This is an optimization exercise on Yosys and OpenROAD, whose aim is small area, a short achievable clock period and few clock cycles per item, not a production implementation.
Function was checked by simulation only, so behaviour that the tests miss may differ from the original.
Power figures rest on the tool's default switching activity, not on a simulated workload.

## flow/constraint.sdc

```tcl
create_clock -name core_clock -period 6.0 [get_ports {clock}]
set_input_delay 1.2000 -clock core_clock [delete_from_list [all_inputs] [get_ports {clock}]]
set_output_delay 1.2000 -clock core_clock [all_outputs]
set_load 0.01 [all_outputs]
```

## flow/config.mk

```make
export PLATFORM = sky130hd
export DESIGN_NAME = alu_pipe
export DESIGN_NICKNAME = alu_pipe
export VERILOG_FILES = /design/flow/design.v
export SDC_FILE = /design/flow/constraint.sdc
export NUM_CORES = 4
export LEC_CHECK = 0
export ABC_AREA = 1
export CAP_MARGIN = 20
export CORE_MARGIN = 2
export CORE_UTILIZATION = 30
export SETUP_SLACK_MARGIN = 3
export SLEW_MARGIN = 20
```

## flow/design.v

```verilog
package alu_pkg;
  localparam logic [2:0] SHIFT_REG   = 3'b000;
  localparam logic [2:0] ARITH_LOGIC = 3'b001;
  localparam logic [2:0] MUL         = 3'b010;
  localparam logic [2:0] ADD  = 3'b000;
  localparam logic [2:0] HADD = 3'b001;
  localparam logic [2:0] SUB  = 3'b010;
  localparam logic [2:0] NOT  = 3'b011;
  localparam logic [2:0] AND  = 3'b100;
  localparam logic [2:0] OR   = 3'b101;
  localparam logic [2:0] XOR  = 3'b110;
  localparam logic [2:0] LHG  = 3'b111;
  localparam logic [2:0] SHRGHTART = 3'b011;
  localparam logic [2:0] MULHI = 3'b001;
endpackage
module alu_mul_seq (
  input  logic        clock,
  input  logic        load,     
  input  logic        step,     
  input  logic [31:0] a,        
  input  logic [31:0] b,        
  input  logic [31:0] b_new,    
  output logic [7:0]  lo_in,    
  output logic [31:0] hi_a,
  output logic [31:0] hi_b,
  output logic        hi_c       
);
  localparam int AW = 42;                         
  localparam logic [31:0] UNBIAS = 32'h55555556;  
  logic [33:0] s_r, c_r;
  logic [7:0]  ls_r, lc_r;        
  logic [3:0]  one_r, two_r, neg_r;
  logic [3:0]    one_n, two_n, neg_n;
  logic [33:0]   pp [4];
  logic [AW-1:0] r0, r1, r2, r3, r4, r5;
  logic [AW-1:0] as, ac, bs, bc, cs, cc, ds, dc;
  logic [8:0]    low;
  logic [33:0]   neg_pre;
  logic [8:0]    win_n;
  logic [31:0] b_st;
  assign b_st = load ? b_new : b;
  assign win_n = step ? b[15:7] : {b_st[7:0], 1'b0};
  always_comb begin
    for (int t = 0; t < 4; t++) begin
      neg_n[t] = win_n[2*t+2];
      one_n[t] = win_n[2*t] ^ win_n[2*t+1];
      two_n[t] = (win_n[2*t+2] & ~win_n[2*t+1] & ~win_n[2*t]) |
                 (~win_n[2*t+2] & win_n[2*t+1] & win_n[2*t]);
    end
  end
  always_comb begin
    for (int t = 0; t < 4; t++) begin
      logic [33:0] sel;
      sel = ({34{one_r[t]}} & {{2{a[31]}}, a}) | ({34{two_r[t]}} & {a[31], a, 1'b0});
      sel = sel ^ {34{neg_r[t]}};
      pp[t] = {~sel[33], sel[32:0]};
    end
  end
  assign r0 = AW'(s_r);
  assign r1 = AW'(c_r);
  assign r2 = AW'(pp[0]);
  assign r3 = AW'({pp[1], 2'b00});
  assign r4 = AW'({pp[2], 4'b0000});
  assign r5 = AW'({pp[3], 6'b000000});
  assign as = r0 ^ r1 ^ r2;
  assign ac = ((r0 & r1) | (r0 & r2) | (r1 & r2)) << 1;
  assign bs = r3 ^ r4 ^ r5;
  assign bc = ((r3 & r4) | (r3 & r5) | (r4 & r5)) << 1;
  assign cs = as ^ ac ^ bs;
  assign cc = ((as & ac) | (as & bs) | (ac & bs)) << 1;
  assign ds = cs ^ cc ^ bc;
  assign dc = ((cs & cc) | (cs & bc) | (cc & bc)) << 1;
  logic [7:0] lg, lp;
  logic       low_cy;
  assign low    = {1'b0, ls_r} + {1'b0, lc_r};
  assign lo_in  = low[7:0];
  assign lg     = ls_r & lc_r;
  assign lp     = ls_r | lc_r;
  assign low_cy = lg[7] | (lp[7] & (lg[6] | (lp[6] & (lg[5] | (lp[5] & lg[4]))))) |
                  (&lp[7:4] & (lg[3] | (lp[3] & (lg[2] | (lp[2] & (lg[1] | (lp[1] & lg[0])))))));
  always_comb begin
    neg_pre = '0;
    for (int k = 0; k < 16; k++) neg_pre[2*k] = b_st[2*k+1];
  end
  always_ff @(posedge clock) begin
    if (step) begin
      s_r   <= ds[AW-1:8];
      c_r   <= dc[AW-1:8];
      ls_r  <= ds[7:0];
      lc_r  <= {dc[7:1], low_cy};
    end else begin
      s_r   <= neg_pre;
      c_r   <= '0;
      ls_r  <= '0;
      lc_r  <= '0;
    end
  end
  always_ff @(posedge clock) begin
    one_r <= one_n;
    two_r <= two_n;
    neg_r <= neg_n;
  end
  assign hi_a = s_r[31:0] ^ c_r[31:0] ^ UNBIAS;
  assign hi_b = {(s_r[30:0] & c_r[30:0]) | (s_r[30:0] & UNBIAS[30:0]) | (c_r[30:0] & UNBIAS[30:0]),
                 1'b0};
  assign hi_c = low_cy;
endmodule
module alu_pipe #(
  parameter  int WIDTH = 32,
  localparam int SHW   = $clog2(WIDTH)
) (
  input  logic             clock,
  input  logic             reset,
  input  logic             in_valid,
  output logic             in_ready,
  input  logic [WIDTH-1:0] aluin1,
  input  logic [WIDTH-1:0] aluin2,
  input  logic [2:0]       opselect,
  input  logic [2:0]       operation,
  input  logic [SHW-1:0]   shift_number,
  output logic             out_valid,
  input  logic             out_ready,
  output logic [WIDTH-1:0] aluout,
  output logic             carryout,
  output logic             overflow,
  output logic             zero,
  output logic             illegal
);
  logic        r_valid;
  logic [31:0] r_a, r_b;      
  logic [2:0]  r_op;
  logic [4:0]  r_n;
  logic        r_arith, r_hadd, r_sub, r_logic, r_shift, r_mul, r_ill;
  logic [2:0]  cnt_r;
  logic        d_sel_al, d_shift, d_mul, d_hadd, d_sub;
  logic        in_fire_s, out_free_s, r_leave_s, mul_act_s, step_s;
  logic [7:0]  lo_in;
  logic [31:0] m_hi_a, m_hi_b;
  logic        m_hi_c;
  assign d_sel_al = (opselect == alu_pkg::ARITH_LOGIC);
  assign d_shift  = (opselect == alu_pkg::SHIFT_REG) && !(operation[2] && operation[1]);
  assign d_mul    = (opselect == alu_pkg::MUL) && (operation[2:1] == 2'b00);
  assign d_hadd   = d_sel_al && (operation == alu_pkg::HADD);
  assign d_sub    = d_sel_al && (operation == alu_pkg::SUB);
  assign mul_act_s  = r_valid && r_mul;
  assign step_s     = mul_act_s && !cnt_r[2] && ((cnt_r != 3'd0) || out_free_s);
  assign out_free_s = !out_valid || out_ready;
  assign r_leave_s  = r_valid && (!r_mul || cnt_r[2]) && out_free_s;
  assign in_fire_s  = in_valid && in_ready;
  logic       irdy_a, irdy_b, fin_r;
  logic       nx_r_valid, nx_r_mul, nx_out_valid, nx_done;
  logic [2:0] nx_cnt;
  assign in_ready     = irdy_a || (irdy_b && out_ready);
  assign nx_r_valid   = in_ready ? in_valid : r_valid;
  assign nx_r_mul     = in_fire_s ? d_mul : r_mul;
  assign nx_cnt       = in_fire_s ? 3'd0 : (step_s ? cnt_r + 3'd1 : cnt_r);
  assign nx_out_valid = out_free_s ? r_leave_s : out_valid;
  assign nx_done      = nx_r_valid && (!nx_r_mul || nx_cnt[2]);
  always_ff @(posedge clock or posedge reset) begin
    if (reset) begin
      irdy_a <= 1'b1;
      irdy_b <= 1'b0;
      fin_r  <= 1'b0;
    end else begin
      irdy_a <= !nx_r_valid || (nx_done && !nx_out_valid);
      irdy_b <= nx_done;
      fin_r  <= nx_r_valid && nx_r_mul && nx_cnt[2];
    end
  end
  always_ff @(posedge clock or posedge reset) begin
    if (reset) begin
      r_valid <= 1'b0;
    end else if (in_ready) begin
      r_valid <= in_valid;
    end
  end
  always_ff @(posedge clock) begin
    if (in_fire_s) begin
      r_a     <= {d_hadd ? {16{aluin1[15]}} : aluin1[31:16], aluin1[15:0]};
      r_op    <= operation;
      r_n     <= shift_number;
      r_arith <= d_sel_al && (operation == alu_pkg::ADD || operation == alu_pkg::HADD ||
                              operation == alu_pkg::SUB);
      r_hadd  <= d_hadd;
      r_sub   <= d_sub;
      r_logic <= d_sel_al && (operation[2] || operation[1:0] == 2'b11);
      r_shift <= d_shift;
      r_mul   <= d_mul;
      r_ill   <= !(d_sel_al || d_shift || d_mul);
    end
    if (in_fire_s) begin
      r_b <= {d_hadd ? {16{aluin2[15]}} : (aluin2[31:16] ^ {16{d_sub}}), aluin2[15:0] ^ {16{d_sub}}};
    end else if (step_s) begin
      r_b <= {lo_in, r_b[31:8]};
    end
    if (in_fire_s) begin
      cnt_r <= 3'd0;
    end else if (step_s) begin
      cnt_r <= cnt_r + 3'd1;
    end
  end
  logic [31:0] m_a;
  always_ff @(posedge clock) begin
    m_a <= in_fire_s ? aluin1 : r_a;
  end
  alu_mul_seq u_mul (
    .clock (clock),
    .load  (in_ready),
    .step  (step_s),
    .a     (m_a),
    .b     (r_b),
    .b_new (aluin2),
    .lo_in (lo_in),
    .hi_a  (m_hi_a),
    .hi_b  (m_hi_b),
    .hi_c  (m_hi_c)
  );
  logic [31:0] op_a, op_b, sum, m_lo;
  logic [31:0] pg_g [6];
  logic [31:0] pg_p [6];
  logic [32:0] cc;
  logic        cin, c32, cy_ar, ov_ar, m_fit;
  assign op_a = fin_r ? m_hi_a : r_a;
  assign op_b = fin_r ? m_hi_b : r_b;
  assign cin  = fin_r ? m_hi_c : r_sub;
  assign pg_g[0] = op_a & op_b;
  assign pg_p[0] = op_a ^ op_b;
  for (genvar l = 0; l < 5; l++) begin : g_lvl
    localparam int D = 1 << l;
    assign pg_g[l + 1][D-1:0] = pg_g[l][D-1:0];
    assign pg_p[l + 1][D-1:0] = pg_p[l][D-1:0];
    assign pg_g[l + 1][31:D]  = pg_g[l][31:D] | (pg_p[l][31:D] & pg_g[l][31-D:0]);
    assign pg_p[l + 1][31:D]  = pg_p[l][31:D] & pg_p[l][31-D:0];
  end
  assign cc = {pg_g[5] | (pg_p[5] & {32{cin}}), cin};
  assign sum   = pg_p[0] ^ cc[31:0];
  assign c32   = cc[32];
  assign cy_ar = r_hadd ? cc[16] : (c32 ^ r_sub);
  assign ov_ar = !r_hadd && (op_a[31] == op_b[31]) && (sum[31] != op_a[31]);
  assign m_lo  = {lo_in, r_b[31:8]};
  logic [31:0] m_hi_bc;
  assign m_hi_bc = {m_hi_b[31:1], m_hi_c};
  assign m_fit   = &(~(m_hi_a ^ m_hi_bc ^ {m_hi_a[30:0] | m_hi_bc[30:0], m_lo[31]}));
  logic [31:0] lres;
  always_comb begin
    case (r_op)
      alu_pkg::NOT: lres = ~r_a;
      alu_pkg::AND: lres = r_a & r_b;
      alu_pkg::OR:  lres = r_a | r_b;
      alu_pkg::XOR: lres = r_a ^ r_b;
      alu_pkg::LHG: lres = {r_b[15:0], 16'h0000};
      default:      lres = 32'd0;
    endcase
  end
  logic        left, sra;
  logic [4:0]  m;
  logic [31:0] s0, s1, s2, s3, rot, mask_l, mask_r, keep, sres;
  logic        cy_sh;
  assign left  = r_op[2] ? !r_op[0] : !r_op[1];
  assign sra   = (r_op == alu_pkg::SHRGHTART) && r_a[31];
  assign m     = left ? (5'd0 - r_n) : r_n;
  assign s0    = m[0] ? {r_a[0],   r_a[31:1]} : r_a;
  assign s1    = m[1] ? {s0[1:0],  s0[31:2]}  : s0;
  assign s2    = m[2] ? {s1[3:0],  s1[31:4]}  : s1;
  assign s3    = m[3] ? {s2[7:0],  s2[31:8]}  : s2;
  assign rot   = m[4] ? {s3[15:0], s3[31:16]} : s3;
  logic [7:0] hi_gt, hi_eq;
  logic [3:0] lo_ge;
  always_comb begin
    for (int h = 0; h < 8; h++) hi_eq[h] = (r_n[4:2] == 3'(h));
    hi_gt[0] = 1'b0;
    for (int h = 1; h < 8; h++) hi_gt[h] = hi_gt[h - 1] || hi_eq[h - 1];
    lo_ge[0] = !(r_n[1] || r_n[0]);
    lo_ge[1] = !r_n[1];
    lo_ge[2] = !(r_n[1] && r_n[0]);
    lo_ge[3] = 1'b1;
    for (int i = 0; i < 32; i++) begin
      mask_l[i]      = hi_gt[i / 4] || (hi_eq[i / 4] && lo_ge[i % 4]);
      mask_r[31 - i] = mask_l[i];
    end
  end
  assign keep  = r_op[2] ? 32'hFFFFFFFF : (left ? mask_l : mask_r);
  assign sres  = (rot & keep) | ({32{sra}} & ~keep);
  assign cy_sh = (r_n != 5'd0) && (left ? rot[0] : rot[31]);
  logic [31:0] res_s;
  logic        cy_s, ov_s;
  always_comb begin
    res_s = 32'd0;
    cy_s  = 1'b0;
    ov_s  = 1'b0;
    if (r_mul) begin
      res_s = r_op[0] ? sum : m_lo;
      ov_s  = !r_op[0] && !m_fit;
    end else if (r_arith) begin
      res_s = sum;
      cy_s  = cy_ar;
      ov_s  = ov_ar;
    end else if (r_logic) begin
      res_s = lres;
    end else if (r_shift) begin
      res_s = sres;
      cy_s  = cy_sh;
    end
  end
  assign zero = !(|aluout);
  always_ff @(posedge clock or posedge reset) begin
    if (reset) begin
      out_valid <= 1'b0;
    end else if (out_free_s) begin
      out_valid <= r_leave_s;
    end
  end
  always_ff @(posedge clock) begin
    if (r_leave_s) begin
      aluout   <= res_s;
      carryout <= cy_s;
      overflow <= ov_s;
      illegal  <= r_ill;
    end
  end
endmodule
```

## flow/run.sh

```bash
#!/bin/bash
# synth_recipe.tcl (not shown) runs the flow's synth.tcl, then flattens the netlist and writes it again
# the make line also repeats each setting of config.mk as NAME=value (left out here)
make -C /OpenROAD-flow-scripts/flow DESIGN_CONFIG=/design/flow/config.mk WORK_HOME=/design/flow/orfs CLKGATE_MAP_FILE= SYNTH_SCRIPT=/design/flow/synth_recipe.tcl finish
```

==> results.cfg, run 1 <==
[pwr]
internal_power_mw = 7.78
leakagePower_nw = 13.9
seqPwrFrac = 0.159
combinationalPowerShare = 0.723
cellPowerDensity_mw_per_mm2 = 528
pwr-share-clk = 0.119
power_switching_mw = 8.51
ir_drop_uv = 448
swShare = 0.522

[clock_tree]
cts_tree = built
clock-sinks = 244
clockBufferDepth = 3
cts_buffers = 30
h-tree-depth = 1
clk_pin_slew_ns = 0.06
cts_root_buffer = clkbuf_16
worst_skew_pair.late_latency_ns = 0.64

[logic_synthesis]
synth_nets = 3900
synth.area.top_cells = edfxtp_1, nand2_1, dfxtp_1, fa_1, ha_1
synth_top_cell_area_share = 0.136
synth_ff_type = dfxtp_1
yosysSeqAreaShare = 0.242
synth_edf_count = 113
ys_warn_count = 5
postSynthCellCount = 3507
synth_area_leader_cell = edfxtp_1
ys_types = 55
synthArstFlopShare = 0.0205
yosys_register_bits = 244
syn_area_mm2 = 0.0250
syn_avg_cell_area_um2 = 7.13

[finish]
nNetsFinal = 4028
multi_input_area_mm2 = 0.0175
register_area_mm2 = 0.00609
syn_to_final_growth_pct = 23.5
fillCellCount = 8608
drive_gt1_frac = 0.147
final_area_mm2 = 0.0309

[floorplan]
die_area_mm2 = 0.0856
fp.coreArea_mm2 = 0.0822
start_util = 0.304
fp.dieW_um = 293
dieHeight_um = 293
ios = 117
rows = 105

[route]
vias = 26100
met2_length_um = 48500
wl_met3_um = 12600
met1_length_um = 47100
via_per_inst = 5.52
routed_wl_um = 114000
drt_iter0_drc = 3801
drc = 0
top_layer = met4
ant_nets = 0
first_pass_iters = 6
wire_per_inst_um = 24.1

[global_route]
first_global_vias = 24200
grt_max_degree = 66
overflow = 0
grt_pass1_wl_um = 163000
grtUsageTotal = 0.255
antenna_found_initial = 3

[sta]
fmax_mhz = 329
finalCritPeriodShare = 0.506
hold_violations = 0
rsz0062_at_grt = yes
skew_ns = 0.0396
finalCriticalPeriod_ns = 3.04
relSlewSlack = 0.132
tns_ns = 0
setup_violations = 0
worst_pin_slew_ns = 1.29
finalMaxSlewViolations = 0

[min_path]
hp-start = r_ill
min_path_type = reg -> reg

[placement]
dpl.hpwl_um = 87000
placed_area_mm2 = 0.0271
gp_congestion = 1.01
port_buffers = 116

[setup_path]
critPathLaunchType = register
critPathArrivalTime_ns = 3.53
required_ns = 6.49
worstPathMaxFanout = 19
rr_startpoint = u_mul.one_r[0]
critPathKind = reg -> reg
worst_setup_path_end_kind = register
worstSetupStartpoint = u_mul.one_r[0]

[run]
max-cap-violations = 0

[status]
outcome = finished clean
through the flow:
stage | instances | hold slack (ns) | worst slack (ns) | util | total power [mW]
after CTS | 4676 | 0.439 | 2.68 | 0.354 | 15.3
after detailed placement | 4571 | 0.425 | 1.87 | 0.330 | 12.9
final | 4730 | 0.441 | 2.96 | 0.375 | 16.3
after global routing | 4729 | 0.449 | 2.88 | 0.375 | 17.7
after floorplan | 3507 | 0.400 | 3.05 | - | 9.42
after global placement | 4570 | 0.405 | 1.85 | 0.329 | 12.7
final cells by class:
type                       instances  share of cell area
multi-input combinational       2508               0.566
antenna                            2            0.000162
timing repair buffer             253              0.0832
timing repair inverter             3            0.000729
inverter                         595              0.0758
clock inverter                    15             0.00539
clock buffer                      40              0.0280
sequential                       244               0.197
tap                             1070              0.0434
worst paths after layout:
kind	end	slack, ns	cells past startpoint
worst max-delay path	u_mul.ls_r[6]	2.96	9
worst min-delay path	illegal	0.44	0
worst max register to register	u_mul.ls_r[6]	2.96	9
worst min register to register	illegal	0.44	0
max in group asynchronous	irdy_a	4.95	2
min in group asynchronous	out_valid	0.80	2
worst max-delay path: stages, from the launching register on:
cell,delay (ns)
dfxtp_4,0.37
clkinvlp_4,0.17
buf_12,0.21
o22ai_1,0.19
xor2_1,0.28
fa_1,0.53
fa_1,0.56
fa_1,0.47
inv_1,0.08
nor2_1,0.04
power groups by stage:
stage	clock [mW]	combinational [mW]	sequential (mW)
floorplan	0	7.06	2.36
global placement	0	10.1	2.58
detailed placement	0	10.3	2.58
CTS	1.95	10.8	2.55
global route	2.01	13.1	2.60
finish	1.94	11.8	2.58
cell usage after synthesis (2+ instances only):
cell / number
buf_1: 5
nand2_4: 4
and2_1: 2
a31oi_1: 4
nand2_2: 7
o2111ai_1: 16
buf_2: 58
a221oi_1: 14
o22ai_1: 139
dfrtp_1: 4
a21o_1: 2
nor3_1: 18
dfxtp_1: 126
clkbuf_1: 85
ha_1: 190
o21ai_2: 2
nand2_1: 681
buf_4: 10
xnor2_1: 15
o21bai_1: 5
xor2_1: 159
nand3b_1: 10
a22oi_1: 26
nor2_1: 224
fa_1: 124
or2_2: 23
nor3b_1: 2
inv_1: 579
nor4_1: 14
o21ai_0: 254
nor2_4: 2
clkinv_1: 2
o211ai_1: 13
a21oi_1: 106
a22o_1: 3
nand4_1: 17
o221ai_1: 4
inv_2: 14
o21ai_1: 11
nand3_1: 406
edfxtp_1: 113
metal layers:
metal / vias up / GRT usage
met5: - / 0
met4: 0 / 0.105
met3: 267 / 0.0470
met2: 1598 / 0.384
met1: 12500 / 0.358
li1: 11800 / -
cell families (layout without fill, tap and decap cells):
logic type      count (synthesis)  after routing  share of synthesized area
compound gates                604            604                      0.139
xor+xnor                      175            175                     0.0619
fa+ha+maj                     314            314                      0.194
buf+inv                       755            906                      0.118
flops                         244            244                      0.242
mux                             1              1                   0.000401
other cells                     0              2                          0
simple gates                 1414           1414                      0.244
what timing repair did:
item                       4_1_cts  5_1_grt
gates resized for setup        163      313
setup buffers                   45       45
gates cloned                     5        7
setup endpoints to repair      170      145
pin swaps                       43      109
hold buffers                     0        0
cells in the final DEF, fill, tap and decap left out, types with 17 or more instances in the layout:
cell type / synthesis / final
clkinvlp_4: 0 / 21
dfxtp_2: 0 / 29
o22ai_2: 0 / 24
xor2_2: 0 / 23
inv_1: 579 / 542
or2_2: 23 / 23
edfxtp_1: 113 / 113
inv_2: 14 / 27
dfxtp_1: 126 / 94
o22ai_1: 139 / 87
o21ai_0: 254 / 202
clkdlybuf4s50_1: 0 / 113
clkbuf_16: 0 / 36
nand3_1: 406 / 404
nand4_1: 17 / 17
a21oi_1: 106 / 79
a21oi_2: 0 / 18
ha_2: 0 / 20
nand2_1: 681 / 660
xor2_1: 159 / 136
o21ai_1: 11 / 49
buf_4: 10 / 103
a22oi_1: 26 / 26
ha_1: 190 / 158
nor2_1: 224 / 192
nor2_2: 1 / 21
nand2_2: 7 / 23
fa_1: 124 / 119
o22ai_4: 0 / 28
state kept, by name (all words and copies together) (netlist names), 5 cells and up:
register	cells
u_mul.s_r	32
u_mul.ls_r	8
r_b	32
r_a	32
m_a	32
u_mul.c_r	32
aluout	32
u_mul.lc_r	6
r_n	5
Testbench counts, summed over its fixed seeds: cycles 47,732, ops 32,000.
==> inputs of run 2 (changes only) <==
--- a/flow/config.mk
+++ b/flow/config.mk
@@ -9,5 +9,5 @@
 export CAP_MARGIN = 20
 export CORE_MARGIN = 2
 export CORE_UTILIZATION = 30
-export SETUP_SLACK_MARGIN = 3
+export SETUP_SLACK_MARGIN = 3.1
 export SLEW_MARGIN = 20
==> run 2 against run 1 <==
  * Wire length grew 1.3%
  * Power shrank 0.44%
  * Area after synthesis is the same
==> results.cfg, run 2 <==
[route]
routed_wl_um = 115000
ant_nets = 0
first_pass_iters = 6
drt_iter0_drc = 4054
drc = 0
wire_per_inst_um = 24.4
via_per_inst = 5.54
vias = 26200

[placement]
port_buffers = 116
gp_congestion = 1.02
dpl.hpwl_um = 87700

[clock_tree]
cts_buffers = 30
cts_root_buffer = clkbuf_16
clk_pin_slew_ns = 0.07
cts_tree = built
worst_skew_pair.late_latency_ns = 0.65
clock-sinks = 244
ctsHoldBuffers = 0
clockBufferDepth = 3
h-tree-depth = 1

[sta]
worst_pin_slew_ns = 0.928
relSlewSlack = 0.381
fmax_mhz = 332
finalCriticalPeriod_ns = 3.01
setup_violations = 0
finalCritPeriodShare = 0.502
finalMaxSlewViolations = 0
skew_ns = 0.0392
tns_ns = 0
rsz0062_at_grt = yes
hold_violations = 0

[setup_path]
required_ns = 6.50
crit_path_top_delay_cell = fa_1
crit_family = adder cells
path_buf_inv = 4
critPathArrivalTime_ns = 3.51
critPathLaunchType = register
critPathMaxStageDelay_ns = 0.50
worst_setup_path_end_kind = register
cpMostUsedCell = fa_1
path_cells = clkinvlp_4, buf_4, buf_16, o22ai_2, xor2_1, fa_1, fa_1, inv_1, fa_1, nand2_1, nand2_1
worstPathMaxFanout = 7
critPathKind = reg -> reg

[finish]
syn_to_final_growth_pct = 23.4
fillCellCount = 8600
nNetsFinal = 4017
drive_gt1_frac = 0.152
most-common-layout-cells = nand2_1, inv_1, nand3_1
final_core_util = 0.375
final_common_cell = nand2_1

[status]
outcome = finished clean

[pwr]
ir_drop_uv = 579
leakagePower_nw = 13.9
cellPowerDensity_mw_per_mm2 = 526

[logic_synthesis]
synth.most_common_cell = nand2_1
synth.area.top_cells = edfxtp_1, nand2_1, dfxtp_1, fa_1, ha_1
synth_edf_count = 113
synth_top_cell_area_share = 0.136
ys_types = 55
ys_warn_count = 5
yosys_register_bits = 244
postSynthCellCount = 3507
syn_avg_cell_area_um2 = 7.13
synth_ff_type = dfxtp_1
synth_nets = 3900
synthArstFlopShare = 0.0205
yosysSeqAreaShare = 0.242
synth_area_leader_cell = edfxtp_1
synthTopCellsByCount = nand2_1, inv_1, nand3_1
syn_area_mm2 = 0.0250

[min_path]
min_path_type = reg -> reg

[floorplan]
die_area_mm2 = 0.0856
fp.coreArea_mm2 = 0.0822
rows = 105
start_util = 0.304
ios = 117
fp.dieW_um = 293
dieHeight_um = 293

[global_route]
overflow = 0
antenna_found_initial = 3
grt_max_degree = 79
grtUsageTotal = 0.257
grt_pass1_wl_um = 163000
first_global_vias = 24200

[run]
max-cap-violations = 0
[run 2: cell counts after synthesis]
No cell type changed its count.
[run 2: cell type report]
| type | count | area (µm²) | share of cell area |
|---|---|---|---|
| inverters | 595 | 2330 | 0.0754 |
| repair buffers | 240 | 2480 | 0.0803 |
| diodes | 3 | 7.51 | 0.000243 |
| multi-input cells | 2509 | 17500 | 0.569 |
| clock buffers | 41 | 853 | 0.0277 |
| flip-flops and latches | 244 | 6100 | 0.198 |
| well taps | 1070 | 1340 | 0.0434 |
| repair inverters | 4 | 25.0 | 0.000811 |
| clock inverters | 15 | 179 | 0.00580 |
[run 2: through the flow]
stage	cells	setup slack [ns]	cell area, µm²	power [mW]	hold slack (ns)
6_report	4721	2.99	30800	16.2	0.431
5_1_grt	4718	2.92	30800	17.6	0.443
4_1_cts	4667	3.01	29200	15.4	0.436
3_5_place_dp	4564	1.90	27000	12.9	0.422
3_3_place_gp	4563	1.92	27000	12.8	0.406
2_1_floorplan	3507	3.07	25000	9.43	0.400
[run 2: worst register-to-register path: cells and delay by family, from the launching register on]
family	cells	cell delay, ns
AO/OA/AOI/OAI	1	0.20
XOR/XNOR	1	0.20
flip-flops	1	0.36
buffers and inverters	4	0.52
adder cells (fa/ha/maj)	3	1.42
AND/OR/NAND/NOR	2	0.15
[run 2: what timing repair did]
item | CTS | global route
gates cloned | 6 | 8
pin swaps | 55 | 85
gates resized for setup | 225 | 300
setup endpoints to repair | 223 | 118
setup buffers | 41 | 42
[run 2: worst paths after layout]
| kind | start | end | slack (ns) | depth (start not counted) |
|---|---|---|---|---|
| min reg2reg | r_ill | illegal | 0.43 | 0 |
| max | u_mul.one_r[3] | u_mul.s_r[2] | 2.99 | 11 |
| min | r_ill | illegal | 0.43 | 0 |
| max reg2reg | u_mul.one_r[3] | u_mul.s_r[2] | 2.99 | 11 |
| max in group asynchronous | reset | irdy_a | 4.95 | 2 |
| min in group asynchronous | reset | out_valid | 0.79 | 2 |
[run 2: power by group]
group	leakage [nW]	internal, mW	switching, mW
Clock	0.502	1.09	0.865
Combinational	11.2	4.49	7.19
Sequential	2.20	2.15	0.437
Total	13.9	7.73	8.49
[run 2: cells by family (layout without fill, tap and decap cells)]
kind of cell / after synthesis / in the layout / synth area share
AO/OA/AOI/OAI: 604 / 604 / 0.139
buffers and inverters: 755 / 895 / 0.118
multiplexers: 1 / 1 / 0.000401
other: 0 / 3 / 0
flip-flops: 244 / 244 / 0.242
XOR/XNOR: 175 / 175 / 0.0619
AND/OR/NAND/NOR: 1414 / 1415 / 0.244
adder cells (fa/ha/maj): 314 / 314 / 0.194
[run 2: layer usage]
metal	vias to the layer above	GRT usage	part of all wire
li1	11700	-	-
met1	12500	0.355	0.41
met2	1649	0.386	0.42
met3	327	0.0489	0.11
met4	2	0.115	0.057
met5	-	0	0.00011
==> inputs of run 3 (changes only) <==
--- a/flow/config.mk
+++ b/flow/config.mk
@@ -11,3 +11,4 @@
 export CORE_UTILIZATION = 30
 export SETUP_SLACK_MARGIN = 3.1
 export SLEW_MARGIN = 20
+export TNS_END_PERCENT = 50
==> run 3 against run 2 <==
  * Still clean on timing, DRC and antenna
  * Final cell count grew 1.1%
  * Clock-buffer cell count shrank 2
  * Flip-flop and latch count is the same
  * Utilization grew 1.8 points
  * Die area is the same
  * Global-route usage grew 0.64 points
  * Synthesized cell count is the same
  * Critical path type unchanged
  * Highest routed layer unchanged
==> results.cfg, run 3 <==
[pwr]
ir_drop_uv = 543
leakagePower_nw = 14.4
cellPowerDensity_mw_per_mm2 = 519
power.total_mw = 16.8

[clock_tree]
cts_tree = built
worst_skew_pair.late_latency_ns = 0.65
clk_pin_slew_ns = 0.06
clock-sinks = 244
clockBufferDepth = 3
cts_root_buffer = clkbuf_16
h-tree-depth = 1
cts_buffers = 29

[sta]
skew_ns = 0.0384
rsz0062_at_grt = yes
setup_violations = 0
finalCriticalPeriod_ns = 3.16
hold_violations = 0
finalCritPeriodShare = 0.527
tns_ns = 0
relSlewSlack = 0.282
finalMaxSlewViolations = 0
worst_pin_slew_ns = 1.08
fmax_mhz = 316

[global_route]
grt.busiest_layer = met2
overflow = 0
grt_max_degree = 87
grtUsageMet3 = 0.0522
first_global_vias = 24700
grtUsageTotal = 0.263
grt_pass1_wl_um = 166000
use_met2 = 0.397
antenna_found_initial = 5
grt_use_met1 = 0.358

[setup_path]
critPathLaunchType = register
crit_path_top_delay_cell = fa_1
critPathKind = reg -> reg
critPathArrivalTime_ns = 3.63
cpMostUsedCell = fa_1
path_cells = clkinvlp_4, buf_12, buf_16, buf_4, o22ai_2, xor2_1, fa_1, inv_1, fa_1, fa_1, nand2_1, o21ai_0
worst_setup_path_end_kind = register
critPathMaxStageDelay_ns = 0.45
worstPathMaxFanout = 6
required_ns = 6.47

[finish]
fillCellCount = 8453
register_area_mm2 = 0.00609
drive_gt1_frac = 0.195
nNetsFinal = 4071
syn_to_final_growth_pct = 29.3
most-common-layout-cells = nand2_1, inv_1, nand3_1
final_common_cell = nand2_1
multi_input_area_mm2 = 0.0183

[route]
ant_nets = 0
first_pass_iters = 8
wire_per_inst_um = 24.7
vias = 26700
via_per_inst = 5.59
drt_iter0_drc = 3487
drc = 0
routed_wl_um = 118000

[logic_synthesis]
synth.most_common_cell = nand2_1
synthTopCellsByCount = nand2_1, inv_1, nand3_1
synthArstFlopShare = 0.0205
synth_ff_type = dfxtp_1
synth_nets = 3900
yosys_register_bits = 244
synth_mux_area_frac = 0.000401
yosysSeqAreaShare = 0.242
synth_compound_area_frac = 0.139
synth.area.top_cells = edfxtp_1, nand2_1, dfxtp_1, fa_1, ha_1
synth_xor_area_frac = 0.0619
ys_types = 55
synth_edf_count = 113
postSynthCellCount = 3507
synth_top_family_by_area = simple AND/OR/NAND/NOR gates
syn_avg_cell_area_um2 = 7.13
synth_top_cell_area_share = 0.136
yosys.area_share.simple = 0.244
syn_area_mm2 = 0.0250
synth_fa_ha_area_frac = 0.194
ys_warn_count = 5
synth_area_leader_cell = edfxtp_1

[floorplan]
fp.dieW_um = 293
ios = 117
rows = 105
dieHeight_um = 293
die_area_mm2 = 0.0856
fp.coreArea_mm2 = 0.0822
start_util = 0.304

[placement]
gp_congestion = 1.02
dpl.hpwl_um = 88300
port_buffers = 116

[status]
outcome = finished clean

[run]
max-cap-violations = 0

[min_path]
min_path_type = reg -> reg
-- run 3: final cells by class --
class	instances	share of cell area
Sequential cell	244	0.188
Clock inverter	15	0.00619
Timing Repair Buffer	291	0.0975
Antenna cell	2	0.000155
Clock buffer	39	0.0245
Tap cell	1070	0.0414
Multi-Input combinational cell	2511	0.568
Inverter	595	0.0729
Timing Repair inverter	6	0.00139
-- run 3: final timing paths --
kind	startpoint	endpoint	slack [ns]	depth (start not counted)
min in group asynchronous	reset	r_valid	0.79	2
max in group asynchronous	reset	irdy_a	4.95	2
max reg2reg	u_mul.two_r[1]	u_mul.s_r[24]	2.84	12
min reg2reg	r_ill	illegal	0.42	0
max	u_mul.two_r[1]	u_mul.s_r[24]	2.84	12
min	r_ill	illegal	0.42	0
-- run 3: where the power goes --
group	internal (mW)	switching (mW)
Combinational	4.82	7.40
Sequential	2.15	0.466
Clock	1.10	0.829
Total	8.08	8.70
-- run 3: timing repair --
item / 4_1_cts / 5_1_grt
pin swaps: 99 / 147
setup endpoints to repair: 276 / 146
gates cloned: 13 / 9
buffers inserted: 79 / 50
hold buffers: 0 / 0
resized for setup: 335 / 410
-- run 3: critical path, delay by kind of cell, from the launching register on --
kind,cells,cell delay (ns)
buf+inv,5,0.78
xor+xnor,1,0.20
flops,1,0.36
fa+ha+maj,3,1.32
simple gates,1,0.08
compound gates,2,0.26
-- run 3: kinds of logic after synthesis --
kind of cell,Yosys count
DFF,244
xor gates and xnor gates,175
and+or+nand+nor,1414
muxes,1
adders and majority gates,314
AOI/OAI and AO/OA,604
buffers and inverters,755
-- run 3: per-stage QoR --
step | cell area (µm²) | instances | worst slack [ns] | util | hold slack (ns)
final | 32300 | 4773 | 2.84 | 0.393 | 0.421
after global placement | 27000 | 4564 | 1.68 | 0.329 | 0.404
after floorplan | 25000 | 3507 | 2.84 | - | 0.400
after detailed placement | 27000 | 4565 | 1.70 | 0.329 | 0.409
after CTS | 30100 | 4711 | 2.92 | 0.366 | 0.423
after global routing | 32300 | 4771 | 2.77 | 0.393 | 0.455
-- run 3: routing by layer --
layer	wire, µm	up-vias
li1	-	11900
met1	47900	12800
met2	49500	1666
met3	12800	363
met4	7650	2
met5	13	-
==> inputs of run 4 (changes only) <==
--- a/flow/design.v
+++ b/flow/design.v
@@ -29,7 +29,8 @@
   localparam logic [31:0] UNBIAS = 32'h55555556;  
   logic [33:0] s_r, c_r;
   logic [7:0]  ls_r, lc_r;        
-  logic [3:0]  one_r, two_r, neg_r;
+  logic [3:0]  one_r, two_r, neg_r;      
+  logic [3:0]  one_rn, two_rn, neg_rn;   
   logic [3:0]    one_n, two_n, neg_n;
   logic [33:0]   pp [4];
   logic [AW-1:0] r0, r1, r2, r3, r4, r5;
@@ -51,8 +52,10 @@
   always_comb begin
     for (int t = 0; t < 4; t++) begin
       logic [33:0] sel;
-      sel = ({34{one_r[t]}} & {{2{a[31]}}, a}) | ({34{two_r[t]}} & {a[31], a, 1'b0});
-      sel = sel ^ {34{neg_r[t]}};
+      sel[16:0]  = ({17{one_r[t]}} & a[16:0]) | ({17{two_r[t]}} & {a[15:0], 1'b0});
+      sel[33:17] = ({17{!one_rn[t]}} & {a[31], a[31], a[31:17]}) | ({17{!two_rn[t]}} & {a[31], a[31:16]});
+      sel[16:0]  = sel[16:0] ^ {17{neg_r[t]}};
+      sel[33:17] = sel[33:17] ^ {17{!neg_rn[t]}};
       pp[t] = {~sel[33], sel[32:0]};
     end
   end
@@ -96,9 +99,12 @@
     end
   end
   always_ff @(posedge clock) begin
-    one_r <= one_n;
-    two_r <= two_n;
-    neg_r <= neg_n;
+    one_r  <= one_n;
+    two_r  <= two_n;
+    neg_r  <= neg_n;
+    one_rn <= ~one_n;
+    two_rn <= ~two_n;
+    neg_rn <= ~neg_n;
   end
   assign hi_a = s_r[31:0] ^ c_r[31:0] ^ UNBIAS;
   assign hi_b = {(s_r[30:0] & c_r[30:0]) | (s_r[30:0] & UNBIAS[30:0]) | (c_r[30:0] & UNBIAS[30:0]),
@@ -160,13 +166,14 @@
     if (reset) begin
       irdy_a <= 1'b1;
       irdy_b <= 1'b0;
-      fin_r  <= 1'b0;
     end else begin
       irdy_a <= !nx_r_valid || (nx_done && !nx_out_valid);
       irdy_b <= nx_done;
-      fin_r  <= nx_r_valid && nx_r_mul && nx_cnt[2];
     end
   end
+  always_ff @(posedge clock) begin
+    fin_r <= nx_r_valid && nx_r_mul && nx_cnt[2];
+  end
   always_ff @(posedge clock or posedge reset) begin
     if (reset) begin
       r_valid <= 1'b0;
--- a/flow/config.mk
+++ b/flow/config.mk
@@ -11,4 +11,3 @@
 export CORE_UTILIZATION = 30
 export SETUP_SLACK_MARGIN = 3.1
 export SLEW_MARGIN = 20
-export TNS_END_PERCENT = 50
==> run 4 against run 3 <==
  * Non-clock buffer count fell by 17
  * Combinational power fell by 7%
  * Global-route usage fell by 1.7 points
  * Sequential share of layout area rose by 0.78 points
  * Worst hold slack improved by 0.025 ns
  * Still clean on timing, DRC and antenna
  * Largest power group unchanged
  * Final cell count rose by 2.1%
  * Clock-buffer cell count fell by 5
  * Maximum frequency rose by 3.6%
==> results.cfg, run 4 <==
[placement]
gp_congestion = 0.992
port_buffers = 116
dpl.hpwl_um = 85000

[floorplan]
dieHeight_um = 295
fp.dieW_um = 295
die_area_mm2 = 0.0871
start_util = 0.303
fp.coreArea_mm2 = 0.0838
rows = 106
ios = 117

[route]
drt_iter0_drc = 3041
top_layer = met5
wl_met3_um = 11600
first_pass_iters = 6
met1_length_um = 46100
routed_wl_um = 111000
met2_length_um = 47300
ant_nets = 0
drc = 0
wire_per_inst_um = 22.9
via_per_inst = 5.40
vias = 26300

[logic_synthesis]
synth.area.top_cells = edfxtp_1, dfxtp_1, nand2_1, fa_1, ha_1
postSynthCellCount = 3563
synth_ff_type = dfxtp_1
yosys.area_share.simple = 0.245
synth_top_family_by_area = simple AND/OR/NAND/NOR gates
synth.most_common_cell = nand2_1
synth_mux_area_frac = 0
syn_avg_cell_area_um2 = 7.14
synth_area_leader_cell = edfxtp_1
synth_compound_area_frac = 0.135
ys_warn_count = 5
synth_nets = 3956
synth_edf_count = 113
yosysSeqAreaShare = 0.247
synthTopCellsByCount = nand2_1, inv_1, nand3_1
synthArstFlopShare = 0.0156
synth_top_cell_area_share = 0.133
ys_types = 52
yosys_register_bits = 256
syn_area_mm2 = 0.0254
synth_xor_area_frac = 0.0617
synth_fa_ha_area_frac = 0.191

[finish]
drive_gt1_frac = 0.185
fillCellCount = 8734
nNetsFinal = 4107
n_antenna_cell = 0
final_common_cell = nand2_1
syn_to_final_growth_pct = 27.5
most-common-layout-cells = nand2_1, inv_1, nand3_1

[clock_tree]
clock-sinks = 256
clk_pin_slew_ns = 0.06
clockBufferDepth = 3
worst_skew_pair.late_latency_ns = 0.63
cts_buffers = 31
h-tree-depth = 1
cts_tree = built
cts_root_buffer = clkbuf_16

[setup_path]
path_cells = buf_8, nand2_4, inv_2, nor2_4, buf_12, clkinvlp_4, buf_6
critPathLaunchType = primary input
crit_path_top_delay_cell = buf_6
critPathKind = in -> out
rr_worst_depth = 11
required_ns = 4.80
critPathArrivalTime_ns = 1.85
reg2reg_slack_ns = 3.01
worst_setup_path_end_kind = primary output
path_buf_inv = 5
reg2reg_to = aluout[5]
rr_startpoint = r_op[0]
worstPathMaxFanout = 3
crit_family = buffers and inverters
critPathMaxStageDelay_ns = 0.13

[sta]
finalCritPeriodShare = 0.508
finalMaxSlewViolations = 0
tns_ns = 0
setup_violations = 0
skew_ns = 0.0265
whs_ns = 0.445
relSlewSlack = 0.214
fmax_mhz = 328
hold_violations = 0
rsz0062_at_grt = yes
finalCriticalPeriod_ns = 3.05
worst_pin_slew_ns = 1.18

[pwr]
power_switching_mw = 8.30
cellPowerDensity_mw_per_mm2 = 497
internal_power_mw = 7.81
swShare = 0.515
ir_drop_uv = 297
pwr-share-clk = 0.119
seqPwrFrac = 0.179
combinationalPowerShare = 0.703
leakagePower_nw = 14.5

[status]
outcome = finished clean

[global_route]
grt_pass1_wl_um = 159000
grt_max_degree = 46
grtUsageTotal = 0.246
overflow = 0
first_global_vias = 24600
antenna_found_initial = 4

[run]
max-cap-violations = 0

[min_path]
min_path_type = reg -> reg
whs_path_depth = 0
hp-start = r_ill
min_to = illegal
-- run 4: how the worst max path moves through the flow --
stage | startpoint | end | slack, ns | cells past startpoint
CTS | out_ready | in_ready | 2.91 | 7
detailed placement | out_ready | in_ready | 1.74 | 7
finish | out_ready | in_ready | 2.95 | 7
floorplan | out_ready | in_ready | 3.12 | 5
global route | out_ready | in_ready | 2.93 | 7
global placement | out_ready | in_ready | 1.69 | 7
-- run 4: layout make-up --
type | count | area [µm²] | area share
tap | 1134 | 1420 | 0.0438
timing repair inverter | 2 | 15.0 | 0.000463
timing repair buffer | 274 | 2910 | 0.0896
clock inverter | 24 | 211 | 0.00652
inverter | 620 | 2450 | 0.0755
clock buffer | 34 | 808 | 0.0249
multi-input combinational | 2529 | 18200 | 0.563
sequential | 256 | 6350 | 0.196
-- run 4: stage by stage --
stage               std cells  setup WS [ns]  area [µm²]   util  power (mW)
finish                   4873           2.95       32400  0.387        16.1
global route             4873           2.93       32400  0.387        17.6
CTS                      4812           2.91       29800  0.356        15.0
detailed placement       4676           1.74       27500  0.328        12.6
global placement         4675           1.69       27500  0.328        12.4
floorplan                3563           3.12       25400      -        9.52
-- run 4: cells by family after synthesis --
| logic type | after synthesis |
|---|---|
| AND/OR/NAND/NOR | 1433 |
| flip-flops | 256 |
| AO/OA/AOI/OAI | 601 |
| adder cells (fa/ha/maj) | 314 |
| XOR/XNOR | 179 |
| buffers and inverters | 780 |
-- run 4: power by group through the flow --
stage / sequential [mW] / combinational [mW] / clock, mW
6_report: 2.88 / 11.3 / 1.91
5_1_grt: 2.91 / 12.7 / 2.00
4_1_cts: 2.83 / 10.3 / 1.94
3_5_place_dp: 2.85 / 9.72 / 0
3_3_place_gp: 2.87 / 9.57 / 0
2_1_floorplan: 2.48 / 7.04 / 0
-- run 4: repair_timing --
item,in CTS,in global routing
pin swaps,22,138
hold buffers,0,0
setup buffers,72,50
endpoints found under the setup margin,246,121
gates cloned,6,8
resized for setup,197,491
-- run 4: layer usage --
metal	track usage	vias up
li1	-	11900
met1	0.340	12600
met2	0.379	1492
met3	0.0494	290
met4	0.0934	8
met5	0	-
Testbench counts of run 4, summed over its fixed seeds: cycles 47,732, ops 32,000.

separate check: timing with driven ports:
In the flow no input, the clock included, has a driving cell. The finished layouts below were timed again as built, in two steps. Step 1, drivers: a clkbuf_16 drives clock and a buf_2 each remaining input, both assumed. Step 2 moves the port delays by t, midway between the first and last clock arrival at a register: inputs arrive t later, outputs are due t later. That takes back most of the time a late clock gives input paths. Three values: ideal, step 1, step 2; two values: the first two.
run	t (ns)	setup slack, ns	hold slack, ns	worst register clock-pin slew, ns	worst data-port slew with drivers (ns)
run 1	0.684	2.962 / 2.948 / 2.448	0.441 / 0.441 / 0.441	0.08 / 0.08	0.05
run 2	0.702	2.991 / 2.991 / 2.468	0.431 / 0.431 / 0.431	0.08 / 0.08	0.10
run 3	0.691	2.840 / 2.840 / 2.416	0.421 / 0.421 / 0.421	0.09 / 0.09	0.05
run 4	0.686	2.950 / 2.904 / 2.556	0.445 / 0.445 / 0.445	0.07 / 0.07	0.06
After both steps setup and hold are still met in every run listed. For run 2, which loses most, drivers alone change the setup slack by 0.000 ns; drivers and shift together by -0.523 ns.
